From an optimization exercise on the open Yosys and OpenROAD flow, aimed at small area, a short achievable clock period and few clock cycles per item; shortcuts taken in it are not production practice. Only simulation tests tie the RTL to the original design; equivalence was not proved. Power figures rest on the tool's default switching activity, not on a simulated workload.

## goldschmidt_ctrl
module goldschmidt_ctrl #(
    parameter int ITERS = 5
) (
    input  logic        clk,
    input  logic        rst_n,
    input  logic        start,
    input  logic [15:0] n,
    input  logic [15:0] d,
    output logic        busy,
    output logic        done,
    output logic [15:0] q,
    output logic        dbz
);
    logic [15:0] dr;
    logic [15:0] rr;
    logic [15:0] qr;
    logic [2:0] cnt;
    logic        satr;
    logic        sat;
    logic [2:0] cnt0;
    logic [31:0] ld;
    logic [8:0] st;
    assign st  = {1'b0, n[15:8]} - {1'b0, d[7:0]};
    assign sat = ~st[8] & ~|d[15:8];
    always_comb begin
        ld   = 32'(n) << 8;
        cnt0 = 3'd7;
        if ((|d[15:12])) begin
            ld   = 32'(n) << 12;
            cnt0 = 3'd5;
        end
        if ((|d[15:14])) begin
            ld   = 32'(n) << 14;
            cnt0 = 3'd4;
        end
        if (d[15] && !n[15]) begin
            ld   = 32'(n) << 16;
            cnt0 = 3'd3;
        end
    end
    logic [17:0] wv;
    logic [18:0] t1, t2, t3;
    logic        s1, s2, s3;
    logic [15:0] rn;
    logic [1:0]  qd;
    assign wv = {rr, qr[15:14]};
    assign t1 = {1'b0, wv} - {3'b0, dr};
    assign t2 = {1'b0, wv} - {2'b0, dr, 1'b0};
    assign t3 = {1'b0, wv} - ({3'b0, dr} + {2'b0, dr, 1'b0});
    assign s1 = ~t1[18];
    assign s2 = ~t2[18];
    assign s3 = ~t3[18];
  ...
export LEC_CHECK = 0
export CAP_MARGIN = 20
export CORE_MARGIN = 2
export CORE_UTILIZATION = 65
export CTS_CLUSTER_DIAMETER = 300
export CTS_CLUSTER_SIZE = 60
export SLEW_MARGIN = 20
export BUFFER_PORTS_ARGS = -buffer_cell sky130_fd_sc_hd__buf_1
export SETUP_SLACK_MARGIN = 8.1
create_clock -name core_clock -period 11.5 [get_ports {clk}]
standard.sh (not shown) runs the stock make flow with config.mk's settings and CLKGATE_MAP_FILE= SYNTH_SCRIPT=/design/flow/synth_recipe.tcl, a recipe that flattens the netlist after the stock synthesis.
==> flow/flow/run.sh <==
#!/bin/bash
set -euo pipefail
echo 'export BUFFER_PORTS_ARGS = -buffer_cell sky130_fd_sc_hd__buf_1' >> "$FLOW_CONFIG"
echo 'export SETUP_SLACK_MARGIN = 8.1' >> "$FLOW_CONFIG"
bash standard.sh > standard.log 2>&1
Testbench counts at the start, summed over its fixed seeds: cycles 13,556, items 2,400.
Then changed:
==> flow/flow/run.sh (replaced) <==
#!/bin/bash
set -euo pipefail
echo 'export BUFFER_PORTS_ARGS = -buffer_cell sky130_fd_sc_hd__buf_1' >> "$FLOW_CONFIG"
echo 'export SETUP_SLACK_MARGIN = 7.9' >> "$FLOW_CONFIG"
bash standard.sh > standard.log 2>&1
CTS_CLUSTER_DIAMETER = unset   (was 300)
CTS_CLUSTER_SIZE = unset   (was 60)
SETUP_SLACK_MARGIN = 7.9   (was 8.1)
After rerunning: The new run completed without violations; final area decreases by 2.5%; setup slack got worse by 0.062 ns; non-clock buffer count went down by 7; wire length goes down by 2.2%; via count is lower by 1.6%; synthesized area is unchanged.
Then changed:
==> flow/run.sh (new file) <==
#!/bin/bash
# synth_recipe.tcl (not shown) runs the flow's synth.tcl, then flattens the netlist and writes it again
# the make line also repeats each setting of config.mk as NAME=value (left out here)
make -C /OpenROAD-flow-scripts/flow DESIGN_CONFIG=/design/flow/config.mk WORK_HOME=/design/flow/orfs CLKGATE_MAP_FILE= SYNTH_SCRIPT=/design/flow/synth_recipe.tcl finish
BUFFER_PORTS_ARGS = unset   (was -buffer_cell sky130_fd_sc_hd__buf_1)
SETUP_SLACK_MARGIN = 5   (was 7.9)
removed: flow/flow/run.sh
removed: flow/standard.sh
The new run produced a clean layout.
Register-to-register slack got worse by 0.02 ns.
Clock skew came out higher by 0.0051 ns.
Sequential share of layout area came out lower by 1.0 points.
Count of clock-buffer cells in the layout came out higher by 1.
Routed wire length came out higher by a few percent.
First-iteration DRC count came out lower by a few percent.
Power came out higher slightly.
Clock power came out higher by roughly a tenth.
Final area came out higher by a few percent.
Via count came out higher by a few percent.
Then changed:
==> flow/flow/run.sh (new file) <==
#!/bin/bash
set -euo pipefail
echo 'export BUFFER_PORTS_ARGS = -buffer_cell sky130_fd_sc_hd__buf_1' >> "$FLOW_CONFIG"
echo 'export SETUP_SLACK_MARGIN = 8.1' >> "$FLOW_CONFIG"
bash standard.sh > standard.log 2>&1
==> flow/standard.sh (new file) <==
#!/bin/bash
# synth_recipe.tcl (not shown) runs the flow's synth.tcl, then flattens the netlist and writes it again
# the make line also repeats each setting of config.mk as NAME=value (left out here)
make -C /OpenROAD-flow-scripts/flow DESIGN_CONFIG=/design/flow/config.mk WORK_HOME=/design/flow/orfs CLKGATE_MAP_FILE= SYNTH_SCRIPT=/design/flow/synth_recipe.tcl "${@:-finish}"
BUFFER_PORTS_ARGS = -buffer_cell sky130_fd_sc_hd__buf_1   (was unset)
SETUP_SLACK_MARGIN = 8.1   (was 5)
removed: flow/run.sh
Result: Global-route usage is about the same; synthesized area stays the same; final cell count went up by about 1%; wire length shrinks by 1.3%; clock skew came out lower by 0.0069 ns; clock-buffer cell count drops by 1; non-clock buffer count goes up by 8; sequential share of layout area is higher by 0.56 points; register-to-register slack gains 0.18 ns; sequential power stays flat; worst setup slack improves by 0.74 ns.

* * *

== P ==
Another version of the RTL of goldschmidt_ctrl (not shown whole).
Size in the first run: about 620 cells after synthesis, ~54 I/O pins, roughly 5300 um2 of cells after synthesis.
// goldschmidt_ctrl
module goldschmidt_ctrl #(
    parameter int ITERS = 5
) (
    input  logic        clk,
    input  logic        rst_n,
    input  logic        start,
    input  logic [15:0] n,
    input  logic [15:0] d,
    output logic        busy,
    output logic        done,
    output logic [15:0] q,
    output logic        dbz
);
Settings: LEC_CHECK=0, CAP_MARGIN=20, CORE_MARGIN=2, CORE_UTILIZATION=65, CTS_BUF_LIST=sky130_fd_sc_hd__clkbuf_8, SLEW_MARGIN=20, BUFFER_PORTS_ARGS=-buffer_cell sky130_fd_sc_hd__buf_1, SETUP_SLACK_MARGIN=8.4; clock period 11.5 ns.
==> flow/flow/run.sh <==
#!/bin/bash
set -euo pipefail
echo 'export BUFFER_PORTS_ARGS = -buffer_cell sky130_fd_sc_hd__buf_1' >> "$FLOW_CONFIG"
echo 'export SETUP_SLACK_MARGIN = 8.4' >> "$FLOW_CONFIG"
bash standard.sh > standard.log 2>&1
Every stage of the flow completed for P, and the final layout passed the timing, DRC and antenna checks.
Testbench counts of P, summed over its fixed seeds: cycles 13,880, items 2,400.
Edits applied to the flow inputs when going from P to Q:
Settings: swapping 8.4 for 8.1 in SETUP_SLACK_MARGIN; clearing CTS_BUF_LIST, which used to be sky130_fd_sc_hd__clkbuf_8.
==> flow/flow/run.sh <==
#!/bin/bash
set -euo pipefail
echo 'export BUFFER_PORTS_ARGS = -buffer_cell sky130_fd_sc_hd__buf_1' >> "$FLOW_CONFIG"
echo 'export SETUP_SLACK_MARGIN = 8.1' >> "$FLOW_CONFIG"
bash standard.sh > standard.log 2>&1
Notes after the runs:
Share of power burned in the clock network, P and Q, lower one = P. Q packs its core more loosely than P. Length of the first detailed-routing pass in iterations: Q vs P down 1. Compared with P, Q shows a lower number of gates given a new drive strength after cts. Side by side, pre-CTS setup slack turned out lower in Q than in P. Area added between synthesis and finish ends up lower on Q. Diff P and Q: post-route fraction of the period consumed by the critical path higher in P. Hold slack: P and Q compared, higher one is P. Fraction of standard cell area that is sequential in Q vs P: up 2.5 points. The higher starting DRC count in detailed routing of P and Q is in P.

==> afterwards: timing with drivers on the ports <==
How much do the figures lean on ideal ports? The routed layouts below were timed once more, with nothing changed but the port constraints. Step 1: set_driving_cell puts a clkbuf_16 on clk and a buf_2 on each other input, an assumption about the parent block. Step 2, shift: input delay + t, output delay - t, t = (earliest + latest rising clock arrival at the registers) / 2. This alone moves slack from input paths to output paths. Three values: ideal, step 1, step 2; two values: the first two.
run	t, ns	setup slack, ns	worst slew at a driven data input, ns
the first run of note 1	0.336	8.018 / 7.963 / 7.627	0.08
the second run of note 1	0.341	7.956 / 7.955 / 7.615	0.04
the third run of note 1	0.338	7.281 / 7.288 / 6.950	0.04
the fourth run of note 1	0.336	8.018 / 7.963 / 7.627	0.08
P	0.344	8.021 / 7.998 / 7.716	0.07
Q	0.349	8.041 / 8.011 / 7.766	0.05
After both steps every run listed still meets setup and hold.
